What follows belongs to an exercise in optimizing a design on an open flow for small area; a production flow would make more cautious choices. Function was checked by simulation only, so behaviour that the tests miss may differ from the original. Power figures rest on the tool's default switching activity, not on a simulated workload.

### design.v
module i2c_slave_regfile #(
  parameter logic [6:0]  DEV_ADDR = 7'h5D,
  parameter int unsigned FILT_LEN = 4,
  parameter logic [7:0]  RST_VAL  = 8'h00
) (
  input  logic       iCLK,
  input  logic       iRST,
  input  logic       iSCL,
  input  logic       iSDA,
  output logic       oSDA_OE,
  input  logic [7:0] iHOST_ADDR,
  output logic [7:0] oHOST_DATA,
  output logic       oWR_STB,
  output logic [7:0] oWR_ADDR,
  output logic [7:0] oWR_DATA,
  output logic       oBUSY
);
  typedef enum logic [3:0] {
    S_IDLE, S_ADDR, S_ADDR_ACK, S_IGNORE,
    S_SUB, S_SUB_ACK, S_WDATA, S_WDATA_ACK,
    S_RDATA, S_RDATA_ACK
  } state_e;
  logic [1:0] scl_sync_q, scl_sync_d;
  logic [1:0] sda_sync_q, sda_sync_d;
  logic [3:0] scl_cnt_q, scl_cnt_d;
  logic [3:0] sda_cnt_q, sda_cnt_d;
  logic       scl_f_q, scl_f_d, sda_f_q, sda_f_d;
  logic       scl_p_q, scl_p_d, sda_p_q, sda_p_d;
  state_e     state_q, state_d;
  logic [2:0] bit_cnt_q, bit_cnt_d;
  logic       byte_rdy_q, byte_rdy_d;
  logic [7:0] shift_q, shift_d;
  logic [7:0] ptr_q, ptr_d;
  logic       oe_q, oe_d;
  logic       stb_q, stb_d;
  logic       busy_q, busy_d;
  logic [7:0] wa_q, wa_d, wd_q, wd_d;
  logic [7:0] hd_q, hd_d;
  logic [7:0] mem_q [256];
  logic       mem_we;
  logic       rw_q, rw_d;
  logic       scl_rise, scl_fall, start_c, stop_c;
  logic       rx, done, addr_ok;
  logic [7:0] nxt_ptr;
  localparam logic [3:0] FILT_MAX = FILT_LEN - 1;
  function automatic logic [4:0] filt_step(
    input logic       s,
    input logic       f,
    input logic [3:0] c
  );
    if (s == f)
      filt_step = {f, 4'd0};
    else if (c == FILT_MAX)
      filt_step = {s, 4'd0};
    else
      filt_step = {f, c + 4'd1};
  endfunction
  assign scl_rise = scl_f_q & ~scl_p_q;
  assign scl_fall = ~scl_f_q & scl_p_q;
  assign start_c  = scl_f_q & scl_p_q & sda_p_q & ~sda_f_q;
  assign stop_c   = scl_f_q & scl_p_q & ~sda_p_q & sda_f_q;
  assign rx       = (state_q == S_ADDR) || (state_q == S_SUB) || (state_q == S_WDATA);
  assign done     = scl_fall & byte_rdy_q;
  assign nxt_ptr  = ptr_q + 8'd1;
  assign addr_ok  = (shift_q[7:1] == DEV_ADDR);
  always_comb begin
    scl_sync_d = {scl_sync_q[0], iSCL};
    sda_sync_d = {sda_sync_q[0], iSDA};
    {scl_f_d, scl_cnt_d} = filt_step(scl_sync_q[1], scl_f_q, scl_cnt_q);
    {sda_f_d, sda_cnt_d} = filt_step(sda_sync_q[1], sda_f_q, sda_cnt_q);
    scl_p_d    = scl_f_q;
    sda_p_d    = sda_f_q;
    state_d    = state_q;
    bit_cnt_d  = bit_cnt_q;
    byte_rdy_d = byte_rdy_q;
    shift_d    = shift_q;
    ptr_d      = ptr_q;
    oe_d       = oe_q;
    stb_d      = 1'b0;
    busy_d     = busy_q;
    wa_d       = wa_q;
    wd_d       = wd_q;
    hd_d       = mem_q[iHOST_ADDR];
    mem_we     = 1'b0;
    rw_d       = rw_q;
    if (stop_c) begin
      state_d = S_IDLE;
      oe_d    = 1'b0;
      busy_d  = 1'b0;
    end else if (start_c) begin
      state_d    = S_ADDR;
      oe_d       = 1'b0;
      busy_d     = 1'b1;
      bit_cnt_d  = 3'd0;
      byte_rdy_d = 1'b0;
    end else begin
      if (scl_rise && (rx || state_q == S_RDATA)) begin
        bit_cnt_d = bit_cnt_q + 3'd1;
        if (bit_cnt_q == 3'd7) byte_rdy_d = 1'b1;
        if (rx) shift_d = {shift_q[6:0], sda_f_q};
      end
      unique case (state_q)
        S_ADDR: if (done) begin
          byte_rdy_d = 1'b0;
          if (addr_ok) begin
            oe_d    = 1'b1;
            state_d = S_ADDR_ACK;
            rw_d    = shift_q[0];
          end else begin
            state_d = S_IGNORE;
          end
        end
        S_ADDR_ACK: if (scl_fall) begin
          oe_d    = 1'b0;
          state_d = S_SUB;
          if (rw_q) begin
            state_d = S_RDATA;
            shift_d = mem_q[ptr_q];
            oe_d    = ~mem_q[ptr_q][7];
          end
        end
        S_SUB: if (done) begin
          byte_rdy_d = 1'b0;
          ptr_d      = shift_q;
          oe_d       = 1'b1;
          state_d    = S_SUB_ACK;
        end
        S_SUB_ACK: if (scl_fall) begin
          oe_d    = 1'b0;
          state_d = S_WDATA;
        end
        S_WDATA: if (done) begin
          byte_rdy_d = 1'b0;
          oe_d       = 1'b1;
          mem_we     = 1'b1;
          stb_d      = 1'b1;
          wa_d       = ptr_q;
          wd_d       = shift_q;
          ptr_d      = nxt_ptr;
          state_d    = S_WDATA_ACK;
        end
        S_WDATA_ACK: if (scl_fall) begin
          oe_d    = 1'b0;
          state_d = S_WDATA;
        end
        S_RDATA: if (scl_fall) begin
          if (byte_rdy_q) begin
            byte_rdy_d = 1'b0;
            oe_d       = 1'b0;
            state_d    = S_RDATA_ACK;
          end else begin
            shift_d = {shift_q[6:0], 1'b0};
            oe_d    = ~shift_q[6];
          end
        end
        S_RDATA_ACK: if (scl_rise) begin
          if (sda_f_q) state_d = S_IGNORE;
          else         byte_rdy_d = 1'b1;
        end else if (done) begin
          byte_rdy_d = 1'b0;
          ptr_d      = nxt_ptr;
          shift_d    = mem_q[nxt_ptr];
          oe_d       = ~mem_q[nxt_ptr][7];
          state_d    = S_RDATA;
        end
        default: ;
      endcase
    end
  end
  always_ff @(posedge iCLK) begin
    if (iRST) begin
      scl_sync_q <= 2'b11;
      sda_sync_q <= 2'b11;
      scl_cnt_q  <= 4'd0;
      sda_cnt_q  <= 4'd0;
      scl_f_q    <= 1'b1;
      sda_f_q    <= 1'b1;
      scl_p_q    <= 1'b1;
      sda_p_q    <= 1'b1;
      state_q    <= S_IDLE;
      bit_cnt_q  <= 3'd0;
      byte_rdy_q <= 1'b0;
      shift_q    <= 8'd0;
      ptr_q      <= 8'd0;
      oe_q       <= 1'b0;
      stb_q      <= 1'b0;
      busy_q     <= 1'b0;
      wa_q       <= 8'd0;
      wd_q       <= 8'd0;
      hd_q       <= 8'd0;
      rw_q       <= 1'b0;
      for (int i = 0; i < 256; i++) mem_q[i] <= RST_VAL;
    end else begin
      scl_sync_q <= scl_sync_d;
      sda_sync_q <= sda_sync_d;
      scl_cnt_q  <= scl_cnt_d;
      sda_cnt_q  <= sda_cnt_d;
      scl_f_q    <= scl_f_d;
      sda_f_q    <= sda_f_d;
      scl_p_q    <= scl_p_d;
      sda_p_q    <= sda_p_d;
      state_q    <= state_d;
      bit_cnt_q  <= bit_cnt_d;
      byte_rdy_q <= byte_rdy_d;
      shift_q    <= shift_d;
      ptr_q      <= ptr_d;
      oe_q       <= oe_d;
      stb_q      <= stb_d;
      busy_q     <= busy_d;
      wa_q       <= wa_d;
      wd_q       <= wd_d;
      hd_q       <= hd_d;
      rw_q       <= rw_d;
      if (mem_we) mem_q[ptr_q] <= shift_q;
    end
  end
  assign oSDA_OE    = oe_q;
  assign oHOST_DATA = hd_q;
  assign oWR_STB    = stb_q;
  assign oWR_ADDR   = wa_q;
  assign oWR_DATA   = wd_q;
  assign oBUSY      = busy_q;
endmodule
### run.sh
#!/bin/bash
# synth_recipe.tcl (not shown) runs the flow's synth.tcl, then flattens the netlist and writes it again
# the make line also repeats each setting of config.mk as NAME=value (left out here)
make -C /OpenROAD-flow-scripts/flow DESIGN_CONFIG=/design/flow/config.mk WORK_HOME=/design/flow/orfs CLKGATE_MAP_FILE= SYNTH_SCRIPT=/design/flow/synth_recipe.tcl finish
### config.mk
export PLATFORM = sky130hd
export DESIGN_NAME = i2c_slave_regfile
export DESIGN_NICKNAME = i2c_slave_regfile
export VERILOG_FILES = /design/flow/design.v
export SDC_FILE = /design/flow/constraint.sdc
export NUM_CORES = 4
export LEC_CHECK = 0
export CAP_MARGIN = 20
export CORE_MARGIN = 2
export CORE_UTILIZATION = 40
export SLEW_MARGIN = 20
### constraint.sdc
create_clock -name core_clock -period 10.0 [get_ports {iCLK}]
set_input_delay 2.0000 -clock core_clock [delete_from_list [all_inputs] [get_ports {iCLK}]]
set_output_delay 2.0000 -clock core_clock [all_outputs]
set_load 0.01 [all_outputs]
==> results of run 1 <==
synth_stat cells, drive strengths merged, types with 27 or more instances:
| master | n |
|---|---|
| nor3 | 29 |
| nand2 | 190 |
| dfxtp | 76 |
| o21ai | 38 |
| clkbuf | 579 |
| a21o | 65 |
| and3 | 526 |
| nand3 | 52 |
| a211oi | 39 |
| nor2 | 286 |
| mux2i | 127 |
| a21oi | 70 |
| nor2b | 31 |
| mux4 | 1861 |
| and2 | 1566 |
| edfxtp | 2048 |
| o211ai | 27 |
| or2 | 215 |
| buf | 345 |
| o22ai | 46 |
cell usage in the layout, fill, tap and decap left out, types with 27 or more instances in the layout:
cell	instances
a211oi_1	36
nand3_1	49
o211ai_1	27
mux2i_1	125
and3_1	524
a21o_1	65
nor2_1	282
and2_1	1559
o22ai_1	46
dfxtp_1	60
clkinv_2	47
mux4_2	1860
bufinv_16	28
nor2b_1	29
nand2_1	185
clkdlybuf4s50_1	31
clkbuf_1	38
edfxtp_1	2048
or2_2	214
a21oi_1	70
clkinv_1	50
o21ai_0	36
buf_4	231
clkbuf_16	238
through the flow:
step / total power, W / hold slack [ns] / area (sq um)
floorplan: 0.0113 / 0.389 / 131000
global placement: 0.0120 / 0.404 / 135000
detailed placement: 0.0120 / 0.414 / 135000
CTS: 0.0208 / 0.424 / 143000
global route: 0.0212 / 0.444 / 143000
finish: 0.0208 / 0.420 / 143000
worst max-delay path by stage:
| stage | slack, ns | to | from |
|---|---|---|---|
| 5_1_grt | 4.18 | hd_q[6]$_SDFF_PP0_ | iHOST_ADDR[1] |
| 3_3_place_gp | 3.22 | hd_q[2]$_SDFF_PP0_ | iHOST_ADDR[1] |
| 2_1_floorplan | 5.31 | hd_q[0]$_SDFF_PP0_ | iHOST_ADDR[0] |
| 6_report | 4.03 | oe_q$_SDFFE_PP0P_ | ptr_q[0]$_SDFFE_PP0P_ |
| 3_5_place_dp | 3.20 | hd_q[5]$_SDFF_PP0_ | iHOST_ADDR[1] |
| 4_1_cts | 4.21 | hd_q[5]$_SDFF_PP0_ | iHOST_ADDR[1] |
registers in the layout, summed over array words and instances, names as in the netlist, 2 cells and up, named ones only:
name,flops
ptr_q,8
sda_sync_q,2
hd_q,8
state_q,4
wd_q,8
scl_sync_q,2
scl_cnt_q,4
shift_q,8
bit_cnt_q,3
wa_q,8
mem_q,2048
sda_cnt_q,4
kinds of logic (layout without fill, tap and decap cells):
logic type | after synthesis | count (layout)
adders and majority gates | 8 | 8
AOI/OAI and AO/OA | 417 | 417
other | 0 | 23
xor gates and xnor gates | 16 | 16
and+or+nand+nor | 2962 | 2962
DFF | 2124 | 2124
buffers and inverters | 941 | 742
muxes | 2010 | 2010
per-layer routing:
layer  share of wire (%)  vias to the layer above  wire (um)
met5                0.11                        -        552
met4                 6.8                       26      34900
met3                  14                     1308      74400
met2                  44                     7169     225000
met1                  35                    46500     179000
li1                    -                    33400          -
power breakdown:
part | switching, W | leakage [nW] | total, W | internal (W)
Combinational | 0.000879 | 23.2 | 0.00158 | 0.000700
Clock | 0.00386 | 3.71 | 0.00895 | 0.00509
Sequential | 0.000257 | 21.8 | 0.0103 | 0.0100
final cells by class:
| type | count | area (sq um) |
|---|---|---|
| Antenna cell | 23 | 57.6 |
| Clock buffer | 280 | 6150 |
| Clock inverter | 151 | 1480 |
| Fill cell | 28600 | 184000 |
| Inverter | 17 | 71.3 |
| Multi-Input combinational cell | 5413 | 64100 |
| Sequential cell | 2124 | 63100 |
| Tap cell | 4346 | 5440 |
| Timing Repair Buffer | 294 | 2640 |
==> flow_summary.toml, run 1 <==
[status]
status = "timing/DRC/antenna clean"

[setup_path]
end_kind = "register"
crit_chain = "inv_2, ha_4, buf_4, mux4_2, and2_1, a2111oi_0, a41oi_1, and4_1, nor4_1, o21a_1, o21a_1"
start_kind = "register"
cp.required_ns = 10.90
cp_max_fo = 58
worstSetupPathType = "register to register"
rr_worst_depth = 11
cp_num_cells = 11
crit_path_top_delay_cell = "dfxtp_4"
cp_common_cell = "o21a_1"
r2r-end = "oe_q$_SDFFE_PP0P_"
rr_startpoint = "ptr_q[0]$_SDFFE_PP0P_"
cp_top_family = "compound AO/OA/AOI/OAI gates"
critPathArrivalTime_ns = 6.87
r2r_setup_slack_ns = 4.03
crit_buf_inv = 2
slowest_delay_ns = 0.93

[clock_network]
postCtsHoldBufs = 0
cts_tree = "built"
ctsResizeCount = 0
post_cts_buffers = 0
cts_buffers = 235
cts.sink_count = 2124
clkTransAtPathRegs_ns = 0.06
clk_root_buffer_cell = "clkbuf_16"
clockBufferDepth = 4
htreeDepth = 4
clk_latency_ns = 0.96

[sta]
tightest_slew_ns = 1.36
slew_violations = 0
finalSetupTns_ns = 0
hold_viol = 0
max_freq_ghz = 0.167
rsz0062_at_grt = "false"
setup_viol = 0
fin_skew_ns = 0.0656
maxSlewHeadroom_pct = 8.80
period_needed_ns = 5.97
fin_crit_sh_pct = 59.7
fin_ws_ns = 4.03

[logic_synthesis]
netlist_instances = 8478
yosysWarnings = 1
synth-simple-area-share_pct = 13.2
synth_edf_count = 2048
synth_compound_area_share_pct = 2.19
postSynthAreaPerCell_sq_um = 15.5
synth_area_sq_um = 131000
syn_nets = 8498
synth_top_area_share_pct = 46.9
synthAdderAreaFrac_pct = 0.0763
synth_top_family_by_area = "multiplexers"
synthArstFlopShare_pct = 0
seq_area_frac_synth_pct = 48.0
yosys-mux-area-fraction_pct = 33.1
yosys-top-cells-area = "edfxtp_1 47%, mux4_2 32%, and2_1 7.5%, and3_1 2.5%, clkbuf_1 1.7%"
ys.flop_type = "edfxtp_1"
yosys_register_bits = 2124
synthXorXnorAreaFrac_pct = 0.113
yosysTopAreaCell = "edfxtp_1"
yosysUniqueCellTypes = 79

[finish]
drive_above_1_share_pct = 33.4
fin_util_pct = 43.7
area.growth.synth_to_final_pct = 9.00
fin_cells = 12600
finalNetCount = 8105

[floorplan]
row_count = 210
fp.dieW_um = 577
die_h_um = 577
dieArea_sq_um = 333000
io_pins = 39
start_util_pct = 40.1
core_area_sq_um = 327000

[global_route]
grt_use_met3_pct = 11.3
met1_usage_pct = 39.3
grt_start_max_net_pins = 124
grt_overflow = 0
grt_use_total_pct = 30.6
grt_pass1_vias = 84600
antenna_found_initial = 55
grt_pass1_wl_um = 708000
top_usage_layer = "met2"
met2_usage_pct = 44.8

[job]
cap_violations = 0

[routing]
via_per_inst = 6.99
ant_nets = 0
drcViolationCount = 0
drt_iter0_drc = 15100
vias = 88400
firstDrtPassIters = 8
wl_per_cell_um = 40.6
wl_um = 514000

[min_path]
worstHoldStart = "scl_sync_q[0]$_SDFF_PP1_"
worstHoldPathCells = 1
hp-class = "register to register"
holdPathEnd = "scl_sync_q[1]$_SDFF_PP1_"

[place]
placed_cells = 12200
port_buffers = 38
pre_cts_slack_ns = 3.20
hpwl_um = 345000
gp_congestion = 1.01

[power_and_ir_drop]
p_per_area_nw_per_um2 = 145
ir_drop_uv = 132
leakagePower_nw = 48.7
==> inputs of run 2 (changes only) <==
--- a/design.v
+++ b/design.v
@@ -21,4 +21,8 @@
     S_RDATA, S_RDATA_ACK
   } state_e;
+  localparam int NHEAD = 4;
+  localparam int SPAN  = 256 / NHEAD;        
+  localparam int SB    = 6;                  
+  localparam int HB    = 8 - SB;             
   logic [1:0] scl_sync_q, scl_sync_d;
   logic [1:0] sda_sync_q, sda_sync_d;
@@ -37,7 +41,11 @@
   logic [7:0] wa_q, wa_d, wd_q, wd_d;
   logic [7:0] hd_q, hd_d;
-  logic [7:0] mem_q [256];
   logic       mem_we;
   logic       rw_q, rw_d;
+  logic [2047:0] ring_q, ring_d;
+  logic [7:0]    rot_q;
+  logic [SB:0]   clr_q;                      
+  logic          pend_q;
+  logic [7:0]    pf_q, pf_d;
   logic       scl_rise, scl_fall, start_c, stop_c;
   logic       rx, done, addr_ok;
@@ -64,4 +72,27 @@
   assign nxt_ptr  = ptr_q + 8'd1;
   assign addr_ok  = (shift_q[7:1] == DEV_ADDR);
+  logic          clearing;
+  logic [7:0]    cslot;                      
+  logic [7:0]    hslot;                      
+  logic [7:0]    fslot;                      
+  logic [7:0]    faddr;
+  logic [7:0]    ring_rd;
+  logic [7:0]    tap;
+  assign clearing = iRST | ~clr_q[SB];
+  assign cslot    = wa_q + rot_q + 8'd1;
+  assign hslot    = iHOST_ADDR + rot_q;
+  assign faddr    = (state_q == S_RDATA || state_q == S_RDATA_ACK) ? nxt_ptr : ptr_q;
+  assign fslot    = faddr + rot_q;
+  always_comb begin
+    ring_d = {ring_q[2039:0], ring_q[2047:2040]};
+    for (int h = 0; h < NHEAD; h++) begin
+      if (clearing)
+        ring_d[h*SPAN*8 +: 8] = RST_VAL;
+      else if (pend_q && cslot[SB-1:0] == '0 && cslot[7:SB] == HB'(h))
+        ring_d[h*SPAN*8 +: 8] = wd_q;
+    end
+  end
+  assign ring_rd = ring_q[hslot*8 +: 8];
+  assign tap     = ring_q[{fslot[7:SB], {SB{1'b0}}}*8 +: 8];
   always_comb begin
     scl_sync_d = {scl_sync_q[0], iSCL};
@@ -81,6 +112,15 @@
     wa_d       = wa_q;
     wd_d       = wd_q;
-    hd_d       = mem_q[iHOST_ADDR];
     mem_we     = 1'b0;
+    if (pend_q && iHOST_ADDR == wa_q)
+      hd_d = wd_q;
+    else if ({1'b0, hslot[SB-1:0]} < clr_q)
+      hd_d = ring_rd;
+    else
+      hd_d = RST_VAL;
+    if (fslot[SB-1:0] == '0)
+      pf_d = (pend_q && faddr == wa_q) ? wd_q : tap;
+    else
+      pf_d = pf_q;
     rw_d       = rw_q;
     if (stop_c) begin
@@ -116,6 +156,6 @@
           if (rw_q) begin
             state_d = S_RDATA;
-            shift_d = mem_q[ptr_q];
-            oe_d    = ~mem_q[ptr_q][7];
+            shift_d = pf_q;
+            oe_d    = ~pf_q[7];
           end
         end
@@ -160,6 +200,6 @@
           byte_rdy_d = 1'b0;
           ptr_d      = nxt_ptr;
-          shift_d    = mem_q[nxt_ptr];
-          oe_d       = ~mem_q[nxt_ptr][7];
+          shift_d    = pf_q;
+          oe_d       = ~pf_q[7];
           state_d    = S_RDATA;
         end
@@ -169,4 +209,7 @@
   end
   always_ff @(posedge iCLK) begin
+    ring_q <= ring_d;
+    rot_q  <= rot_q + 8'd1;
+    pf_q   <= pf_d;
     if (iRST) begin
       scl_sync_q <= 2'b11;
@@ -190,5 +233,6 @@
       hd_q       <= 8'd0;
       rw_q       <= 1'b0;
-      for (int i = 0; i < 256; i++) mem_q[i] <= RST_VAL;
+      clr_q      <= (SB+1)'(1);
+      pend_q     <= 1'b0;
     end else begin
       scl_sync_q <= scl_sync_d;
@@ -212,5 +256,9 @@
       hd_q       <= hd_d;
       rw_q       <= rw_d;
-      if (mem_we) mem_q[ptr_q] <= shift_q;
+      if (!clr_q[SB]) clr_q <= clr_q + 1'b1;
+      if (mem_we)
+        pend_q <= 1'b1;
+      else if (pend_q && cslot[SB-1:0] == '0)
+        pend_q <= 1'b0;
     end
   end
==> flow_summary.toml, run 2 <==
[clock_network]
postCtsHoldBufs = 0
cts_tree = "built"
cts_buffers = 196
cts.sink_count = 2140
htreeDepth = 4
clk_root_buffer_cell = "clkbuf_16"
post_cts_buffers = 0
clkTransAtPathRegs_ns = 0.06
clk_latency_ns = 0.82
clockBufferDepth = 3
ctsResizeCount = 0

[sta]
slew_violations = 0
setup_viol = 0
fin_ws_ns = 3.73
hold_viol = 0
tightest_slew_ns = 1.10
fin_crit_sh_pct = 62.7
max_freq_ghz = 0.159
period_needed_ns = 6.27
maxSlewHeadroom_pct = 26.9
finalSetupTns_ns = 0
rsz0062_at_grt = "false"
fin_skew_ns = 0.0373

[setup_path]
end_kind = "register"
worstSetupPathType = "primary input to register"
rr_startpoint = "rot_q[0]$_DFF_P_"
r2r-end = "hd_q[6]$_SDFF_PP0_"
start_kind = "primary input"
cp.required_ns = 10.74
cp_max_fo = 26
critPathArrivalTime_ns = 7.01
rr_worst_depth = 17
cp-startpoint = "iHOST_ADDR[0]"
r2r_setup_slack_ns = 4.92

[global_route]
grt_pass1_vias = 32400
grt_start_max_net_pins = 125
grt_overflow = 0
antenna_found_initial = 11
grt_use_total_pct = 15.4
grt_pass1_wl_um = 193000

[power_and_ir_drop]
leakagePower_nw = 27.2
ir_drop_uv = 190
p_per_area_nw_per_um2 = 229

[place]
pre_cts_slack_ns = 2.90
gp_congestion = 0.769
hpwl_um = 74400
port_buffers = 38

[logic_synthesis]
postSynthAreaPerCell_sq_um = 16.3
yosysTopAreaCell = "dfxtp_1"
netlist_instances = 3910
synth_top_area_share_pct = 67.2
synth_commonest_cells = "2132 x dfxtp_1, 615 x mux4_2, 273 x nand2_1"
ys.flop_type = "dfxtp_1"
synth.most_common_cell = "dfxtp_1"
synth_edf_count = 8
yosysWarnings = 1
seq_area_frac_synth_pct = 67.5
synth_area_sq_um = 63600
yosysUniqueCellTypes = 74
yosys_register_bits = 2140
syn_nets = 3959
synthArstFlopShare_pct = 0
yosys-top-cells-area = "dfxtp_1 67%, mux4_2 22%, nand2_1 1.6%, mux2i_1 0.80%, ha_1 0.69%"

[floorplan]
io_pins = 39
die_h_um = 403
row_count = 146
core_area_sq_um = 158000
start_util_pct = 40.2
fp.dieW_um = 403
dieArea_sq_um = 162000

[routing]
wl_um = 123000
vias = 31400
top_layer = "met5"
firstDrtPassIters = 5
ant_nets = 0
wl_met1_um = 59400
wl_met3_um = 6620
drt_iter0_drc = 2008
wl_per_cell_um = 19.8
wl_met2_um = 53600
via_per_inst = 5.05
drcViolationCount = 0

[min_path]
hp-class = "register to register"
worstHoldStart = "ring_q[1271]$_DFF_P_"
holdPathEnd = "ring_q[1279]$_DFF_P_"
worstHoldPathCells = 0

[finish]
fin_util_pct = 46.2
regMostFlops = "ring_q"
final_common_cell = "dfxtp_1"
fill_cells = 13500
layout_common_cells = "2132 x dfxtp_1, 615 x mux4_2, 273 x nand2_1"
largest_register_ffs = 2048
finalNetCount = 4029
drive_above_1_share_pct = 24.8
area.growth.synth_to_final_pct = 14.9

[job]
cap_violations = 0

[status]
status = "timing/DRC/antenna clean"
==> run 2: kinds of logic after synthesis <==
logic type,count (synthesis),synth area share (%)
AO/OA/AOI/OAI,224,2.26
flip-flops,2140,67.5
adder cells (fa/ha/maj),37,0.752
multiplexers,682,23.0
buffers and inverters,229,1.74
XOR/XNOR,57,0.809
AND/OR/NAND/NOR,541,3.85
==> run 2: metal layers <==
layer	track usage [%]	vias up
li1	-	14500
met3	3.50	207
met4	5.28	6
met5	0	-
met2	22.6	636
met1	22.3	16100
==> run 2: critical path, stage by stage <==
cell and delay, ns:
clkdlybuf4s50_1 0.55, ha_4 0.16, inv_1 0.05, fa_4 0.47
nor2b_1 0.18, o31a_1 0.17, a21o_1 0.10, buf_4 0.50
inv_2 0.52, ha_1 0.35, a21oi_1 0.12, nor2_1 0.05
nor2_1 0.10, o311a_1 0.21, nand4_1 0.82, a21oi_1 0.40
a221oi_1 0.09, nand3_1 0.13
==> run 2: per-stage QoR <==
| step | instances | power (W) | hold slack (ns) | instance area, sq um |
|---|---|---|---|---|
| after detailed placement | 5854 | 0.00914 | 0.331 | 66100 |
| after floorplan | 3910 | 0.00902 | 0.326 | 63600 |
| after CTS | 6214 | 0.0169 | 0.317 | 73000 |
| final | 6215 | 0.0167 | 0.317 | 73000 |
| after global routing | 6215 | 0.0173 | 0.321 | 73000 |
| after global placement | 5853 | 0.00913 | 0.327 | 66000 |
==> run 2: worst max path at each step <==
| stage | endpoint | depth (start not counted) |
|---|---|---|
| after floorplan | hd_q[6]$_SDFF_PP0_ | 17 |
| after global placement | hd_q[3]$_SDFF_PP0_ | 15 |
| after detailed placement | hd_q[2]$_SDFF_PP0_ | 16 |
| after CTS | hd_q[6]$_SDFF_PP0_ | 16 |
| after global routing | hd_q[4]$_SDFF_PP0_ | 16 |
| final | hd_q[6]$_SDFF_PP0_ | 18 |
==> run 2: final cells by class <==
cell class | count | area, sq um | share of cell area, %
Sequential cell | 2140 | 42900 | 58.8
Multi-Input combinational cell | 1541 | 19600 | 26.9
Clock buffer | 293 | 5920 | 8.12
Tap cell | 2072 | 2590 | 3.55
Clock inverter | 67 | 1000 | 1.37
Timing Repair Buffer | 77 | 813 | 1.11
Inverter | 24 | 97.6 | 0.134
Antenna cell | 1 | 2.50 | 0.00343
==> run 2: power by group <==
| group | total [W] | leakage, nW | switching (W) | internal, W |
|---|---|---|---|---|
| Sequential | 0.00854 | 17.3 | 0.00000492 | 0.00853 |
| Clock | 0.00779 | 3.43 | 0.00317 | 0.00463 |
| Combinational | 0.000398 | 6.49 | 0.000250 | 0.000147 |
==> inputs of run 3 (changes only) <==
--- a/design.v
+++ b/design.v
@@ -27,6 +27,7 @@
   logic [1:0] scl_sync_q, scl_sync_d;
   logic [1:0] sda_sync_q, sda_sync_d;
-  logic [3:0] scl_cnt_q, scl_cnt_d;
-  logic [3:0] sda_cnt_q, sda_cnt_d;
+  localparam int CW = (FILT_LEN <= 2) ? 1 : (FILT_LEN <= 4) ? 2 : (FILT_LEN <= 8) ? 3 : 4;
+  logic [CW-1:0] scl_cnt_q, scl_cnt_d;
+  logic [CW-1:0] sda_cnt_q, sda_cnt_d;
   logic       scl_f_q, scl_f_d, sda_f_q, sda_f_d;
   logic       scl_p_q, scl_p_d, sda_p_q, sda_p_d;
@@ -51,16 +52,16 @@
   logic       rx, done, addr_ok;
   logic [7:0] nxt_ptr;
-  localparam logic [3:0] FILT_MAX = FILT_LEN - 1;
-  function automatic logic [4:0] filt_step(
-    input logic       s,
-    input logic       f,
-    input logic [3:0] c
+  localparam logic [CW-1:0] FILT_MAX = CW'(FILT_LEN - 1);
+  function automatic logic [CW:0] filt_step(
+    input logic          s,
+    input logic          f,
+    input logic [CW-1:0] c
   );
     if (s == f)
-      filt_step = {f, 4'd0};
+      filt_step = {f, CW'(0)};
     else if (c == FILT_MAX)
-      filt_step = {s, 4'd0};
+      filt_step = {s, CW'(0)};
     else
-      filt_step = {f, c + 4'd1};
+      filt_step = {f, c + CW'(1)};
   endfunction
   assign scl_rise = scl_f_q & ~scl_p_q;
@@ -72,27 +73,34 @@
   assign nxt_ptr  = ptr_q + 8'd1;
   assign addr_ok  = (shift_q[7:1] == DEV_ADDR);
-  logic          clearing;
-  logic [7:0]    cslot;                      
-  logic [7:0]    hslot;                      
-  logic [7:0]    fslot;                      
-  logic [7:0]    faddr;
-  logic [7:0]    ring_rd;
-  logic [7:0]    tap;
+  logic            clearing;
+  logic            cmatch, fmatch;         
+  logic [HB-1:0]   chead, fhead;           
+  logic [7:0]      hslot;                  
+  logic [7:0]      faddr;
+  logic [7:0]      ring_rd;
+  logic [NHEAD-1:0][7:0] head_in;
+  logic [255:0]    hsel;
   assign clearing = iRST | ~clr_q[SB];
-  assign cslot    = wa_q + rot_q + 8'd1;
+  assign cmatch   = (rot_q[SB-1:0] == ~wa_q[SB-1:0]);
+  assign chead    = wa_q[7:SB] + rot_q[7:SB] + HB'(1);
+  assign faddr    = (state_q == S_RDATA || state_q == S_RDATA_ACK) ? nxt_ptr : ptr_q;
+  assign fmatch   = (rot_q[SB-1:0] == ~faddr[SB-1:0]);
+  assign fhead    = faddr[7:SB] + rot_q[7:SB] + HB'(1);
   assign hslot    = iHOST_ADDR + rot_q;
-  assign faddr    = (state_q == S_RDATA || state_q == S_RDATA_ACK) ? nxt_ptr : ptr_q;
-  assign fslot    = faddr + rot_q;
   always_comb begin
-    ring_d = {ring_q[2039:0], ring_q[2047:2040]};
     for (int h = 0; h < NHEAD; h++) begin
       if (clearing)
-        ring_d[h*SPAN*8 +: 8] = RST_VAL;
-      else if (pend_q && cslot[SB-1:0] == '0 && cslot[7:SB] == HB'(h))
-        ring_d[h*SPAN*8 +: 8] = wd_q;
+        head_in[h] = RST_VAL;
+      else if (pend_q && cmatch && chead == HB'(h))
+        head_in[h] = wd_q;
+      else
+        head_in[h] = ring_q[((h*SPAN + 255) % 256)*8 +: 8];
     end
+    ring_d = {ring_q[2039:0], ring_q[2047:2040]};
+    for (int h = 0; h < NHEAD; h++)
+      ring_d[h*SPAN*8 +: 8] = head_in[h];
   end
-  assign ring_rd = ring_q[hslot*8 +: 8];
-  assign tap     = ring_q[{fslot[7:SB], {SB{1'b0}}}*8 +: 8];
+  i2cs_rf_dec   u_hdec (.a(hslot), .sel(hsel));
+  i2cs_rf_rdmux u_hmux (.d(ring_q), .sel(hsel), .q(ring_rd));
   always_comb begin
     scl_sync_d = {scl_sync_q[0], iSCL};
@@ -119,8 +127,5 @@
     else
       hd_d = RST_VAL;
-    if (fslot[SB-1:0] == '0)
-      pf_d = (pend_q && faddr == wa_q) ? wd_q : tap;
-    else
-      pf_d = pf_q;
+    pf_d = fmatch ? head_in[fhead] : pf_q;
     rw_d       = rw_q;
     if (stop_c) begin
@@ -215,6 +220,6 @@
       scl_sync_q <= 2'b11;
       sda_sync_q <= 2'b11;
-      scl_cnt_q  <= 4'd0;
-      sda_cnt_q  <= 4'd0;
+      scl_cnt_q  <= '0;
+      sda_cnt_q  <= '0;
       scl_f_q    <= 1'b1;
       sda_f_q    <= 1'b1;
@@ -259,5 +264,5 @@
       if (mem_we)
         pend_q <= 1'b1;
-      else if (pend_q && cslot[SB-1:0] == '0)
+      else if (cmatch)
         pend_q <= 1'b0;
     end
@@ -270,2 +275,33 @@
   assign oBUSY      = busy_q;
 endmodule
+module i2cs_rf_dec (
+  input  logic [7:0]   a,
+  output logic [255:0] sel
+);
+  always_comb
+    for (int w = 0; w < 256; w++) sel[w] = (a == 8'(w));
+endmodule
+module i2cs_rf_aoi222 (
+  input  logic a0, s0, a1, s1, a2, s2,
+  output logic y
+);
+  assign y = ~((a0 & s0) | (a1 & s1) | (a2 & s2));
+endmodule
+module i2cs_rf_rdmux (
+  input  logic [2047:0] d,
+  input  logic [255:0]  sel,
+  output logic [7:0]    q
+);
+  for (genvar b = 0; b < 8; b++) begin : g_bit
+    logic [85:0] t;
+    for (genvar g = 0; g < 85; g++) begin : g_grp
+      i2cs_rf_aoi222 u_aoi (
+        .a0(d[(3*g)*8+b]),   .s0(sel[3*g]),
+        .a1(d[(3*g+1)*8+b]), .s1(sel[3*g+1]),
+        .a2(d[(3*g+2)*8+b]), .s2(sel[3*g+2]),
+        .y(t[g]));
+    end
+    assign t[85] = ~(d[255*8+b] & sel[255]);
+    assign q[b]  = ~&t;
+  end
+endmodule
--- a/config.mk
+++ b/config.mk
@@ -10,2 +10,4 @@
 export CORE_UTILIZATION = 40
 export SLEW_MARGIN = 20
+export SYNTH_HIERARCHICAL = 1
+export SYNTH_MINIMUM_KEEP_SIZE = 0
==> flow_summary.toml, run 3 <==
[logic_synthesis]
synth_commonest_cells = "2128 x dfxtp_1, 684 x a222oi_1, 303 x nor2_1"
synth_top_area_share_pct = 75.7
postSynthAreaPerCell_sq_um = 14.4
syn_nets = 3943
synthArstFlopShare_pct = 0
seq_area_frac_synth_pct = 76.1
yosysTopAreaCell = "dfxtp_1"
yosysWarnings = 8
yosys-top-cells-area = "dfxtp_1 76%, a222oi_1 12%, nor2_1 2.0%, nand4_1 1.8%, mux2i_1 0.92%"
synth.most_common_cell = "dfxtp_1"
synth_edf_count = 8
ys.flop_type = "dfxtp_1"
yosysUniqueCellTypes = 73
netlist_instances = 3909
yosys_register_bits = 2136
synth_area_sq_um = 56300

[global_route]
grt_start_max_net_pins = 66
grt_pass1_wl_um = 236000
grt_pass1_vias = 34300
grt_use_total_pct = 22.3
antenna_found_initial = 4
grt_overflow = 0

[power_and_ir_drop]
leakagePower_nw = 23.8
p_per_area_nw_per_um2 = 247
ir_drop_uv = 167

[setup_path]
worstSetupPathType = "primary input to register"
cp_max_fo = 16
crit_buf_inv = 3
end_kind = "register"
cp_top_family = "simple AND/OR/NAND/NOR gates"
r2r_setup_slack_ns = 3.03
cp.required_ns = 10.68
start_kind = "primary input"
crit_path_top_delay_cell = "nor4_1"
slowest_delay_ns = 0.98
critPathArrivalTime_ns = 8.74
crit_chain = "clkdlybuf4s50_1, ha_1, inv_1, fa_1, nor2b_1, o21ai_0, a21boi_0, o21a_1, nor2_1, xnor2_1, buf_4, or4b_1, nor2_1, a222oi_1, nand4_1, or4_1, nor4_1, nand4_1, o211ai_1, a21oi_1"

[finish]
largest_register_ffs = 2048
regMostFlops = "ring_q"
area.growth.synth_to_final_pct = 16.5
drive_above_1_share_pct = 9.34
fill_cells = 12300
final_common_cell = "dfxtp_1"
final_area_sq_um = 65600
finalNetCount = 4121
fin_cells = 6116
layout_common_cells = "2128 x dfxtp_1, 684 x a222oi_1, 303 x nor2_1"

[sta]
holdWs_ns = 0.323
maxSlewHeadroom_pct = 23.3
slew_violations = 0
hold_viol = 0
setup_viol = 0
tightest_slew_ns = 1.14
fin_skew_ns = 0.0377
rsz0062_at_grt = "false"
max_freq_ghz = 0.124
finalSetupTns_ns = 0
fin_crit_sh_pct = 80.6
period_needed_ns = 8.06

[routing]
wl_per_cell_um = 26.9
wl_um = 164000
drt_iter0_drc = 6550
vias = 36100
firstDrtPassIters = 15
ant_nets = 0
via_per_inst = 5.90
drcViolationCount = 0

[floorplan]
row_count = 137
core_area_sq_um = 140000
dieArea_sq_um = 144000
io_pins = 39
fp.dieW_um = 379
die_h_um = 379
start_util_pct = 40.3

[place]
place_area_sq_um = 58900
gp_congestion = 0.931
placed_cells = 5767
port_buffers = 38
hpwl_um = 116000

[clock_network]
clkTransAtPathRegs_ns = 0.07
clk_root_buffer_cell = "clkbuf_16"
clk_latency_ns = 0.82
htreeDepth = 4
clockBufferDepth = 3
cts.sink_count = 2136
cts_tree = "built"
post_cts_buffers = 0
ctsResizeCount = 0
postCtsHoldBufs = 0
cts_buffers = 194

[job]
cap_violations = 0

[status]
status = "timing/DRC/antenna clean"

[min_path]
hp-class = "register to register"
[run 3: changes by cell type after synthesis, sizes merged, moves of 29 or more]
cell	before	now
nand3	74	15
buf	131	46
a21oi	83	32
o21ai	42	13
mux4	620	8
a222oi	3	684
nor2	77	314
nand2	275	80
nand4	18	171
[run 3: logic make-up after synthesis]
| logic type | after synthesis | synth area share [%] |
|---|---|---|
| simple gates | 726 | 6.78 |
| compound gates | 797 | 13.5 |
| xor+xnor | 50 | 0.791 |
| flops | 2136 | 76.1 |
| buf+inv | 116 | 1.01 |
| fa+ha+maj | 22 | 0.502 |
| mux | 62 | 1.29 |
[run 3: layout make-up]
| cell class | count | area, sq um | area share, % |
|---|---|---|---|
| diodes | 2 | 5.00 | 0.00763 |
| clock buffers | 290 | 5680 | 8.66 |
| clock inverters | 57 | 975 | 1.49 |
| inverters | 21 | 78.8 | 0.120 |
| multi-input cells | 1657 | 13000 | 19.8 |
| flip-flops and latches | 2136 | 42800 | 65.3 |
| well taps | 1876 | 2350 | 3.58 |
| repair buffers | 77 | 666 | 1.02 |
[run 3: modules after synthesis, one instance, submodules excluded]
module,flops+latches,cells
i2cs_rf_aoi222,0,1
i2c_slave_regfile,2136,2647
i2cs_rf_dec,0,350
i2cs_rf_rdmux,0,232
[run 3: metrics by stage]
stage / power, W / setup WS, ns / utilization, %
after floorplan: 0.00877 / 3.98 / -
after global placement: 0.00882 / 0.938 / 42.2
after detailed placement: 0.00882 / 1.31 / 42.2
after CTS: 0.0163 / 2.15 / 47.0
after global routing: 0.0167 / 1.85 / 47.0
final: 0.0162 / 1.94 / 47.0
[run 3: worst reg2reg max path, delay by kind of cell (launching register included)]
family                     cells  cell delay [ns]
and+or+nand+nor                8             3.25
AOI/OAI and AO/OA              6             1.35
xor gates and xnor gates       1             0.70
adders and majority gates      2             0.64
DFF                            1             0.53
buffers and inverters          2             0.34
[run 3: final timing paths]
| kind | endpoint | cells past startpoint | start |
|---|---|---|---|
| setup reg to reg | hd_q[1]$_SDFF_PP0_ | 19 | rot_q[0]$_DFF_P_ |
| hold / removal | ring_q[951]$_DFF_P_ | 0 | ring_q[943]$_DFF_P_ |
| setup / recovery | hd_q[1]$_SDFF_PP0_ | 20 | iHOST_ADDR[0] |
| hold reg to reg | ring_q[951]$_DFF_P_ | 0 | ring_q[943]$_DFF_P_ |
[run 3: report_power, final]
part	switching, W	internal (W)	leakage [nW]
Clock	0.00319	0.00439	3.24
Combinational	0.0000881	0.0000282	3.38
Sequential	0.00000267	0.00851	17.2
[run 3: routing by layer]
metal,wire length (um),track usage (%),share of wire [%]
met2,71400,33.2,43
met1,72000,31.4,44
met3,15000,5.13,9.1
met4,5970,8.73,3.6
met5,42,0,0.026
==> inputs of run 4 (changes only) <==
--- a/design.v
+++ b/design.v
@@ -39,5 +39,4 @@
   logic       oe_q, oe_d;
   logic       stb_q, stb_d;
-  logic       busy_q, busy_d;
   logic [7:0] wa_q, wa_d, wd_q, wd_d;
   logic [7:0] hd_q, hd_d;
@@ -46,5 +45,5 @@
   logic [2047:0] ring_q, ring_d;
   logic [7:0]    rot_q;
-  logic [SB:0]   clr_q;                      
+  logic          cdone_q;                    
   logic          pend_q;
   logic [7:0]    pf_q, pf_d;
@@ -80,6 +79,7 @@
   logic [7:0]      ring_rd;
   logic [NHEAD-1:0][7:0] head_in;
+  logic [NHEAD-1:0] commit;
   logic [255:0]    hsel;
-  assign clearing = iRST | ~clr_q[SB];
+  assign clearing = iRST | ~cdone_q;
   assign cmatch   = (rot_q[SB-1:0] == ~wa_q[SB-1:0]);
   assign chead    = wa_q[7:SB] + rot_q[7:SB] + HB'(1);
@@ -90,10 +90,8 @@
   always_comb begin
     for (int h = 0; h < NHEAD; h++) begin
-      if (clearing)
-        head_in[h] = RST_VAL;
-      else if (pend_q && cmatch && chead == HB'(h))
-        head_in[h] = wd_q;
-      else
-        head_in[h] = ring_q[((h*SPAN + 255) % 256)*8 +: 8];
+      commit[h]  = pend_q & cmatch & (chead == HB'(h)) & ~clearing;
+      head_in[h] = (ring_q[((h*SPAN + 255) % 256)*8 +: 8] & {8{~commit[h] & ~clearing}})
+                 | (wd_q & {8{commit[h]}})
+                 | (RST_VAL & {8{clearing}});
     end
     ring_d = {ring_q[2039:0], ring_q[2047:2040]};
@@ -117,5 +115,4 @@
     oe_d       = oe_q;
     stb_d      = 1'b0;
-    busy_d     = busy_q;
     wa_d       = wa_q;
     wd_d       = wd_q;
@@ -123,7 +120,7 @@
     if (pend_q && iHOST_ADDR == wa_q)
       hd_d = wd_q;
-    else if ({1'b0, hslot[SB-1:0]} < clr_q)
+    else if (cdone_q)
       hd_d = ring_rd;
-    else
+    else   
       hd_d = RST_VAL;
     pf_d = fmatch ? head_in[fhead] : pf_q;
@@ -132,9 +129,7 @@
       state_d = S_IDLE;
       oe_d    = 1'b0;
-      busy_d  = 1'b0;
     end else if (start_c) begin
       state_d    = S_ADDR;
       oe_d       = 1'b0;
-      busy_d     = 1'b1;
       bit_cnt_d  = 3'd0;
       byte_rdy_d = 1'b0;
@@ -215,5 +210,5 @@
   always_ff @(posedge iCLK) begin
     ring_q <= ring_d;
-    rot_q  <= rot_q + 8'd1;
+    rot_q  <= iRST ? 8'd0 : rot_q + 8'd1;
     pf_q   <= pf_d;
     if (iRST) begin
@@ -233,10 +228,9 @@
       oe_q       <= 1'b0;
       stb_q      <= 1'b0;
-      busy_q     <= 1'b0;
       wa_q       <= 8'd0;
       wd_q       <= 8'd0;
       hd_q       <= 8'd0;
       rw_q       <= 1'b0;
-      clr_q      <= (SB+1)'(1);
+      cdone_q    <= 1'b0;
       pend_q     <= 1'b0;
     end else begin
@@ -256,10 +250,9 @@
       oe_q       <= oe_d;
       stb_q      <= stb_d;
-      busy_q     <= busy_d;
       wa_q       <= wa_d;
       wd_q       <= wd_d;
       hd_q       <= hd_d;
       rw_q       <= rw_d;
-      if (!clr_q[SB]) clr_q <= clr_q + 1'b1;
+      if (rot_q[SB-1:0] == SB'(SPAN - 2)) cdone_q <= 1'b1;
       if (mem_we)
         pend_q <= 1'b1;
@@ -273,5 +266,5 @@
   assign oWR_ADDR   = wa_q;
   assign oWR_DATA   = wd_q;
-  assign oBUSY      = busy_q;
+  assign oBUSY      = (state_q != S_IDLE);
 endmodule
 module i2cs_rf_dec (
--- a/config.mk
+++ b/config.mk
@@ -9,4 +9,6 @@
 export CORE_MARGIN = 2
 export CORE_UTILIZATION = 40
+export CTS_CLUSTER_DIAMETER = 80
+export CTS_CLUSTER_SIZE = 24
 export SLEW_MARGIN = 20
 export SYNTH_HIERARCHICAL = 1
==> flow_summary.toml, run 4 <==
[power_and_ir_drop]
leakagePower_nw = 21.7
p_per_area_nw_per_um2 = 214
ir_drop_uv = 155
finalPower_w = 0.0131

[logic_synthesis]
synth_compound_area_share_pct = 13.5
synthAdderAreaFrac_pct = 0.393
synthArstFlopShare_pct = 0
yosys_register_bits = 2129
yosysUniqueCellTypes = 71
netlist_instances = 3888
synth_top_family_by_area = "compound AO/OA/AOI/OAI gates"
yosys-mux-area-fraction_pct = 1.23
yosys-top-cells-area = "dfxtp_1 76%, a222oi_1 12%, nor2_1 2.2%, nand4_1 1.8%, mux2i_1 0.91%"
syn_nets = 3917
yosysTopAreaCell = "dfxtp_1"
ys.flop_type = "dfxtp_1"
synth_edf_count = 8
synth_area_sq_um = 56000
synth.most_common_cell = "dfxtp_1"
postSynthAreaPerCell_sq_um = 14.4
synthXorXnorAreaFrac_pct = 0.802
yosysWarnings = 8
seq_area_frac_synth_pct = 76.2
synth-simple-area-share_pct = 6.92
synth_top_area_share_pct = 75.8
synth_commonest_cells = "2121 x dfxtp_1, 681 x a222oi_1, 330 x nor2_1"

[clock_network]
cts_buffers = 100
htreeDepth = 3
clkTransAtPathRegs_ns = 0.09
cts.sink_count = 2129
clk_latency_ns = 0.73
post_cts_buffers = 0
ctsResizeCount = 0
clockBufferDepth = 3
clk_root_buffer_cell = "clkbuf_16"
postCtsHoldBufs = 0
cts_tree = "built"

[finish]
largest_register_ffs = 2048
fill_cells = 12500
area.growth.synth_to_final_pct = 9.57
layout_common_cells = "2121 x dfxtp_1, 681 x a222oi_1, 330 x nor2_1"
regMostFlops = "ring_q"
fin_cells = 5860
fin_util_pct = 44.1
diodes = 0
drive_above_1_share_pct = 5.45
final_common_cell = "dfxtp_1"
finalNetCount = 3996

[setup_path]
cp.required_ns = 10.59
rr_worst_depth = 17
rr_startpoint = "rot_q[1]$_SDFF_PP0_"
cp_num_cells = 18
cp-startpoint = "iHOST_ADDR[1]"
cp_top_family = "compound AO/OA/AOI/OAI gates"
end_kind = "register"
critPathCapture = "hd_q[5]$_SDFF_PP0_"
slowest_delay_ns = 0.98
crit_path_top_delay_cell = "a2111oi_0"
crit_chain = "clkdlybuf4s50_1, ha_1, a21o_1, a21oi_1, nor2b_1, o21a_1, o41ai_1, xnor2_2, buf_4, nand4bb_1, nor2_1, a222oi_1, nand4_1, or4_1, a2111oi_0, nand4_1, nand3b_1, a21oi_1"
r2r-end = "hd_q[5]$_SDFF_PP0_"
r2r_setup_slack_ns = 3.56
worstSetupPathType = "primary input to register"
critPathArrivalTime_ns = 8.15
crit_buf_inv = 2
cp_max_fo = 16
start_kind = "primary input"

[job]
cap_violations = 0

[global_route]
grt_pass1_wl_um = 226000
grt_use_total_pct = 21.2
grt_use_met3_pct = 3.39
grt_start_max_net_pins = 55
met2_usage_pct = 33.1
grt_pass1_vias = 33500
antenna_found_initial = 2
grt_overflow = 0
met1_usage_pct = 30.3
top_usage_layer = "met2"

[routing]
via_per_inst = 5.99
firstDrtPassIters = 14
drt_iter0_drc = 6159
vias = 35100
wl_um = 156000
ant_nets = 0
wl_per_cell_um = 26.7
drcViolationCount = 0

[status]
status = "timing/DRC/antenna clean"

[sta]
finalSetupTns_ns = 0
fin_skew_ns = 0.0411
hold_viol = 0
slew_violations = 0
fin_crit_sh_pct = 75.6
fin_ws_ns = 2.44
tightest_slew_ns = 1.09
setup_viol = 0
maxSlewHeadroom_pct = 25.2
max_freq_ghz = 0.132
period_needed_ns = 7.56
rsz0062_at_grt = "false"

[place]
gp_congestion = 0.914
port_buffers = 38
placed_cells = 5741
hpwl_um = 113000
pre_cts_slack_ns = 1.72

[floorplan]
die_h_um = 378
core_area_sq_um = 139000
start_util_pct = 40.2
row_count = 137
dieArea_sq_um = 143000
fp.dieW_um = 378
io_pins = 39

[min_path]
worstHoldPathCells = 0
hp-class = "register to register"
[run 4: stage by stage]
step / hold WS (ns) / area (sq um)
floorplan: 0.330 / 56000
global placement: 0.332 / 58600
detailed placement: 0.335 / 58600
CTS: 0.321 / 61400
global route: 0.327 / 61400
finish: 0.319 / 61400
[run 4: cells by family (layout without fill, tap and decap cells)]
kind of cell	Yosys count	after routing
muxes	59	59
DFF	2129	2129
adders and majority gates	17	17
AOI/OAI and AO/OA	793	793
xor gates and xnor gates	48	48
buffers and inverters	113	209
and+or+nand+nor	729	729
[run 4: worst reg2reg max path, delay by kind of cell (launching register included)]
kind | cells | cell delay [ns]
simple gates | 7 | 2.26
compound gates | 7 | 2.67
flops | 1 | 0.64
buf+inv | 1 | 0.25
fa+ha+maj | 1 | 0.33
xor+xnor | 1 | 0.18
[run 4: metal layers]
layer | up-vias | part of all wire, %
met2 | 1586 | 45
met4 | 2 | 2.9
met3 | 218 | 8.4
li1 | 15500 | -
met5 | - | 0.0077
met1 | 17800 | 44
[run 4: final cells by class]
class | count | area (sq um) | share of cell area (%)
Multi-Input combinational cell | 1646 | 12900 | 21.0
Clock inverter | 9 | 133 | 0.216
Timing Repair Buffer | 77 | 668 | 1.09
Clock buffer | 110 | 2610 | 4.26
Tap cell | 1876 | 2350 | 3.82
Inverter | 13 | 48.8 | 0.0795
Sequential cell | 2129 | 42700 | 69.5
[run 4: how the worst min path moves through the flow]
stage | start | to | slack (ns)
global placement | ring_q[607]$_DFF_P_ | ring_q[615]$_DFF_P_ | 0.33
floorplan | ring_q[1008]$_DFF_P_ | ring_q[1016]$_DFF_P_ | 0.33
finish | ring_q[37]$_DFF_P_ | ring_q[45]$_DFF_P_ | 0.32
CTS | ring_q[848]$_DFF_P_ | ring_q[856]$_DFF_P_ | 0.32
detailed placement | ring_q[1423]$_DFF_P_ | ring_q[1431]$_DFF_P_ | 0.33
global route | ring_q[37]$_DFF_P_ | ring_q[45]$_DFF_P_ | 0.33
[run 4: report_power, final]
group	leakage, nW	internal, W	switching [W]
Sequential	17.1	0.00848	0.00000408
Combinational	3.26	0.0000423	0.000168
Clock	1.35	0.00190	0.00253
[run 4: Yosys stat by module (local to each module, per instance)]
module / times used / flip-flops and latches / cells / cell area, sq um
i2cs_rf_aoi222: 680 / 0 / 1 / 10.0
i2cs_rf_rdmux: 1 / 0 / 232 / 1540
i2cs_rf_dec: 1 / 0 / 350 / 1660
i2c_slave_regfile: 1 / 2129 / 2626 / 46000
==> inputs of run 5 (changes only) <==
--- a/config.mk
+++ b/config.mk
@@ -9,6 +9,6 @@
 export CORE_MARGIN = 2
 export CORE_UTILIZATION = 40
-export CTS_CLUSTER_DIAMETER = 80
-export CTS_CLUSTER_SIZE = 24
+export CTS_CLUSTER_DIAMETER = 100
+export CTS_CLUSTER_SIZE = 30
 export SLEW_MARGIN = 20
 export SYNTH_HIERARCHICAL = 1
==> flow_summary.toml, run 5 <==
[power_and_ir_drop]
p_comb_share_pct = 1.6
swShare_pct = 20.7
pwr-share-seq_pct = 67.0
leakagePower_nw = 21.5
finalPower_w = 0.0127
cell_internal_pwr_w = 0.0101
pwr-share-clk_pct = 31.4
p_per_area_nw_per_um2 = 208
ir_drop_uv = 149
power.switching_w = 0.00262

[routing]
via_per_inst = 5.98
wl_um = 156000
wl_per_cell_um = 26.8
vias = 34900
firstDrtPassIters = 13
drt_iter0_drc = 6383
drcViolationCount = 0
ant_nets = 0

[clock_network]
cts_tree = "built"
ctsResizeCount = 0
htreeDepth = 3
cts.sink_count = 2129
clkTransAtPathRegs_ns = 0.11
post_cts_buffers = 0
cts_buffers = 81
clockBufferDepth = 3
clk_root_buffer_cell = "clkbuf_16"
postCtsHoldBufs = 0
clk_latency_ns = 0.71

[floorplan]
row_count = 137
die_h_um = 378
io_pins = 39
core_area_sq_um = 139000
start_util_pct = 40.2
fp.dieW_um = 378
dieArea_sq_um = 143000

[setup_path]
r2r-end = "hd_q[6]$_SDFF_PP0_"
r2r_setup_slack_ns = 3.56
end_kind = "register"
cp.required_ns = 10.58
crit_path_top_delay_cell = "nor4_1"
critPathArrivalTime_ns = 8.15
crit_chain = "clkdlybuf4s50_1, ha_1, a21o_1, a21oi_1, nor2b_1, o21a_1, o41ai_1, xnor2_2, buf_4, or4_1, nor2_1, a222oi_1, nand4_1, or4_1, nor4_1, nand4_1, nand3b_1, a21oi_1"
rr_startpoint = "rot_q[1]$_SDFF_PP0_"
slowest_delay_ns = 0.97
rr_worst_depth = 17
cp_max_fo = 16
worstSetupPathType = "primary input to register"
start_kind = "primary input"

[finish]
diodes = 0
final_area_sq_um = 60800
largest_register_ffs = 2048
layout_common_cells = "2121 x dfxtp_1, 681 x a222oi_1, 330 x nor2_1"
drive_above_1_share_pct = 4.88
regMostFlops = "ring_q"
area.growth.synth_to_final_pct = 8.52
final_common_cell = "dfxtp_1"
fin_cells = 5832
fin_util_pct = 43.6
finalNetCount = 3977

[global_route]
grt_start_max_net_pins = 55
grt_pass1_vias = 33300
grt_overflow = 0
grt_pass1_wl_um = 225000
grt_use_total_pct = 21.1
antenna_found_initial = 3

[logic_synthesis]
synth_area_sq_um = 56000
synth_commonest_cells = "2121 x dfxtp_1, 681 x a222oi_1, 330 x nor2_1"
ys.flop_type = "dfxtp_1"
synthArstFlopShare_pct = 0
yosysWarnings = 8
yosys-top-cells-area = "dfxtp_1 76%, a222oi_1 12%, nor2_1 2.2%, nand4_1 1.8%, mux2i_1 0.91%"
yosysUniqueCellTypes = 71
synth_edf_count = 8
netlist_instances = 3888
synth_top_area_share_pct = 75.8
synth.most_common_cell = "dfxtp_1"
seq_area_frac_synth_pct = 76.2
syn_nets = 3917
yosysTopAreaCell = "dfxtp_1"
postSynthAreaPerCell_sq_um = 14.4
yosys_register_bits = 2129

[job]
cap_violations = 0

[sta]
rsz0062_at_grt = "false"
fin_crit_sh_pct = 75.6
setup_viol = 0
tightest_slew_ns = 1.11
maxSlewHeadroom_pct = 24.1
slew_violations = 0
period_needed_ns = 7.56
max_freq_ghz = 0.132
fin_skew_ns = 0.0408
finalSetupTns_ns = 0
hold_viol = 0

[min_path]
hp-class = "register to register"
holdPathEnd = "ring_q[856]$_DFF_P_"
worstHoldStart = "ring_q[848]$_DFF_P_"
worstHoldPathCells = 0

[status]
status = "timing/DRC/antenna clean"

[place]
placed_cells = 5741
gp_congestion = 0.914
hpwl_um = 113000
port_buffers = 38
place_area_sq_um = 58600
-- run 5: area by class of cell --
cell class	instances	area, sq um
timing repair buffer	77	668
clock inverter	7	97.6
inverter	13	48.8
multi-input combinational	1646	12900
clock buffer	84	2060
sequential	2129	42700
tap	1876	2350
fill	12500	78500
-- run 5: power by group through the flow --
stage | combinational [W] | clock (W) | sequential (W)
after global placement | 0.000200 | 0 | 0.00868
after CTS | 0.000201 | 0.00404 | 0.00848
after global routing | 0.000211 | 0.00434 | 0.00849
after detailed placement | 0.000201 | 0 | 0.00868
final | 0.000209 | 0.00397 | 0.00848
after floorplan | 0.000102 | 0 | 0.00868
-- run 5: metrics by stage --
| stage | setup WS [ns] | hold WS, ns |
|---|---|---|
| after detailed placement | 1.72 | 0.335 |
| after floorplan | 4.09 | 0.330 |
| after global placement | 1.39 | 0.332 |
| final | 2.44 | 0.334 |
| after CTS | 2.43 | 0.329 |
| after global routing | 2.25 | 0.344 |
-- run 5: worst max-delay path, delay by kind of cell --
kind	cells	cell delay, ns
and+or+nand+nor	8	3.11
buffers and inverters	2	0.72
adders and majority gates	1	0.32
xor gates and xnor gates	1	0.18
AOI/OAI and AO/OA	6	1.80
-- run 5: logic make-up after synthesis --
logic type	count (synthesis)	synth area share (%)
mux	59	1.23
xor+xnor	48	0.802
compound gates	793	13.5
simple gates	729	6.92
flops	2129	76.2
buf+inv	113	0.982
fa+ha+maj	17	0.393
-- run 5: how the worst max path moves through the flow --
stage	start	slack (ns)	depth (start not counted)	end
2_1_floorplan	iHOST_ADDR[1]	4.09	19	hd_q[0]$_SDFF_PP0_
3_3_place_gp	iHOST_ADDR[1]	1.39	18	hd_q[1]$_SDFF_PP0_
6_report	iHOST_ADDR[1]	2.44	18	hd_q[6]$_SDFF_PP0_
3_5_place_dp	iHOST_ADDR[1]	1.72	18	hd_q[4]$_SDFF_PP0_
4_1_cts	iHOST_ADDR[1]	2.43	18	hd_q[4]$_SDFF_PP0_
5_1_grt	iHOST_ADDR[1]	2.25	18	hd_q[6]$_SDFF_PP0_
-- run 5: layer usage --
| metal | up-vias | global-route usage, % | wire, um |
|---|---|---|---|
| met5 | - | 0 | 0 |
| met4 | 0 | 6.28 | 4780 |
| met3 | 242 | 3.48 | 13100 |
| met2 | 1591 | 32.8 | 68900 |
| met1 | 17600 | 30.3 | 69300 |
| li1 | 15500 | - | - |
-- run 5: Yosys stat by module, one instance, submodules excluded --
| module | flops+latches | times used |
|---|---|---|
| i2cs_rf_aoi222 | 0 | 680 |
| i2cs_rf_rdmux | 0 | 1 |
| i2cs_rf_dec | 0 | 1 |
| i2c_slave_regfile | 2129 | 1 |
==> inputs of run 6 (changes only) <==
--- a/config.mk
+++ b/config.mk
@@ -8,5 +8,5 @@
 export CAP_MARGIN = 20
 export CORE_MARGIN = 2
-export CORE_UTILIZATION = 40
+export CORE_UTILIZATION = 60
 export CTS_CLUSTER_DIAMETER = 100
 export CTS_CLUSTER_SIZE = 30
==> flow_summary.toml, run 6 <==
[status]
status = "timing/DRC/antenna clean"

[power_and_ir_drop]
ir_drop_uv = 179
leakagePower_nw = 21.4
p_per_area_nw_per_um2 = 211

[finish]
fill_cells = 6821
regMostFlops = "ring_q"
final_common_cell = "dfxtp_1"
final_area_sq_um = 60000
area.growth.synth_to_final_pct = 7.12
drive_above_1_share_pct = 4.68
largest_register_ffs = 2048
finalNetCount = 3971
layout_common_cells = "2121 x dfxtp_1, 681 x a222oi_1, 330 x nor2_1"

[setup_path]
worstSetupPathType = "primary input to register"
crit_chain = "clkdlybuf4s50_1, ha_1, a21o_1, a21oi_1, nor2b_1, o21a_1, o41ai_1, xnor2_1, buf_4, or4_1, nor2_1, a222oi_1, nand4_1, or4_1, a2111oi_1, nand4_1, nand3b_1, a21oi_1"
end_kind = "register"
critPathArrivalTime_ns = 8.32
cp_max_fo = 16
crit_path_top_delay_cell = "a2111oi_1"
slowest_delay_ns = 1.00
crit_buf_inv = 2
cp.required_ns = 10.56
start_kind = "primary input"
cp_top_family = "compound AO/OA/AOI/OAI gates"

[place]
pre_cts_slack_ns = 1.26
hpwl_um = 117000
place_area_sq_um = 57800
gp_congestion = 0.973
port_buffers = 38

[floorplan]
io_pins = 39
core_area_sq_um = 92900
fp.dieW_um = 310
die_h_um = 310
row_count = 112
dieArea_sq_um = 95900
start_util_pct = 60.3

[logic_synthesis]
yosysTopAreaCell = "dfxtp_1"
yosys-top-cells-area = "dfxtp_1 76%, a222oi_1 12%, nor2_1 2.2%, nand4_1 1.8%, mux2i_1 0.91%"
synth_commonest_cells = "2121 x dfxtp_1, 681 x a222oi_1, 330 x nor2_1"
synth_area_sq_um = 56000
yosys_register_bits = 2129
ys.flop_type = "dfxtp_1"
synthArstFlopShare_pct = 0
synth_edf_count = 8
synth.most_common_cell = "dfxtp_1"
yosysUniqueCellTypes = 71
seq_area_frac_synth_pct = 76.2
postSynthAreaPerCell_sq_um = 14.4
netlist_instances = 3888
synth_top_area_share_pct = 75.8
syn_nets = 3917
yosysWarnings = 8

[clock_network]
cts_tree = "built"
cts.sink_count = 2129
clkTransAtPathRegs_ns = 0.11
ctsResizeCount = 0
post_cts_buffers = 0
clk_root_buffer_cell = "clkbuf_16"
postCtsHoldBufs = 0
cts_buffers = 81
htreeDepth = 3
clk_latency_ns = 0.72
clockBufferDepth = 3

[routing]
drt_iter0_drc = 7379
firstDrtPassIters = 15
via_per_inst = 6.90
wl_per_cell_um = 31.3
vias = 35900
ant_nets = 0
drcViolationCount = 0
wl_um = 163000

[sta]
fin_skew_ns = 0.0333
setup_viol = 0
hold_viol = 0
max_freq_ghz = 0.129
period_needed_ns = 7.76
fin_crit_sh_pct = 77.6
slew_violations = 0
rsz0062_at_grt = "false"
fin_ws_ns = 2.24
maxSlewHeadroom_pct = 20.9
tightest_slew_ns = 1.18
finalSetupTns_ns = 0

[global_route]
grt_use_met3_pct = 5.43
top_usage_layer = "met2"
antenna_found_initial = 4
grt_pass1_vias = 34000
grt_pass1_wl_um = 233000
grt_use_total_pct = 33.3
met1_usage_pct = 46.4
met2_usage_pct = 51.4
grt_overflow = 0
grt_start_max_net_pins = 64

[min_path]
hp-class = "register to register"

[job]
cap_violations = 0
-- run 6: path summary, 6_finish.rpt --
check | endpoint | startpoint | slack, ns | cells after the start
worst min register to register | ring_q[1178]$_DFF_P_ | ring_q[1170]$_DFF_P_ | 0.34 | 0
worst min-delay path | ring_q[1178]$_DFF_P_ | ring_q[1170]$_DFF_P_ | 0.34 | 0
worst max register to register | hd_q[1]$_SDFF_PP0_ | rot_q[1]$_SDFF_PP0_ | 3.43 | 17
worst max-delay path | hd_q[1]$_SDFF_PP0_ | iHOST_ADDR[1] | 2.24 | 18
-- run 6: metrics by stage --
stage / utilization, % / power [W] / hold slack (ns) / std cells
4_1_cts: 64.6 / 0.0127 / 0.337 / 5205
5_1_grt: 64.6 / 0.0130 / 0.324 / 5205
3_5_place_dp: 62.2 / 0.00887 / 0.335 / 5113
2_1_floorplan: - / 0.00878 / 0.330 / 3888
3_3_place_gp: 62.2 / 0.00887 / 0.332 / 5111
6_report: 64.6 / 0.0127 / 0.336 / 5206
-- run 6: cell families (layout without fill, tap and decap cells) --
kind of cell,Yosys count,after routing,share of synthesized area (%)
DFF,2129,2129,76.2
AOI/OAI and AO/OA,793,793,13.5
and+or+nand+nor,729,729,6.92
buffers and inverters,113,176,0.982
muxes,59,59,1.23
xor gates and xnor gates,48,48,0.802
adders and majority gates,17,17,0.393
other,0,1,0
-- run 6: power breakdown --
part | total, W | leakage (nW) | switching (W) | internal [W]
clock | 0.00399 | 1.08 | 0.00248 | 0.00151
combinational | 0.000203 | 3.23 | 0.000164 | 0.0000389
sequential | 0.00848 | 17.1 | 0.00000372 | 0.00848
-- run 6: layer usage --
layer  up-vias  routed length, um
met5         -                  0
met4         0               8030
met3       336              14500
met2      2117              72500
met1     18000              67900
li1      15500                  -
-- run 6: modules after synthesis (local to each module, per instance) --
module,copies in the design,flops+latches,cells
i2c_slave_regfile,1,2129,2626
i2cs_rf_rdmux,1,0,232
i2cs_rf_dec,1,0,350
i2cs_rf_aoi222,680,0,1
-- run 6: cell type report --
type / instances / area (sq um) / share of cell area [%]
Antenna cell: 1 / 2.50 / 0.00417
Timing Repair Buffer: 71 / 623 / 1.04
Inverter: 13 / 48.8 / 0.0813
Clock inverter: 9 / 165 / 0.275
Tap cell: 1254 / 1570 / 2.61
Multi-Input combinational cell: 1646 / 12900 / 21.4
Sequential cell: 2129 / 42700 / 71.1
Clock buffer: 83 / 2040 / 3.41

separate check: timing with driven ports:
The flow's constraints put no driver on any port. The routed layouts listed below were extracted and timed again, unchanged, in two steps.
Step 1 (the two cells are an assumption about what drives the block):
set clk [get_ports {iCLK}]
set_driving_cell -lib_cell sky130_fd_sc_hd__clkbuf_16 $clk
set_driving_cell -lib_cell sky130_fd_sc_hd__buf_2 [delete_from_list [all_inputs] $clk]
Step 2, shift: input delay + t, output delay - t, t = (earliest + latest rising clock arrival at the registers) / 2. This alone moves slack from input paths to output paths.
Three values: ideal, step 1, step 2; two values: the first two.
run	shift t [ns]	slack for setup (ns)	worst hold slack (ns)
run 1	1.038	4.026 / 4.026 / 3.200	0.420 / 0.420 / 0.420
run 2	0.873	3.729 / 3.778 / 2.905	0.317 / 0.317 / 0.317
run 3	0.879	1.939 / 1.985 / 1.106	0.323 / 0.323 / 0.323
run 4	0.786	2.442 / 2.496 / 1.709	0.319 / 0.319 / 0.319
run 5	0.766	2.438 / 2.485 / 1.718	0.334 / 0.334 / 0.334
run 6	0.774	2.242 / 2.282 / 1.508	0.336 / 0.336 / 0.336
After both steps every run listed still meets setup and hold. For run 3, which loses most, drivers alone change the setup slack by +0.046 ns; drivers and shift together by -0.833 ns.
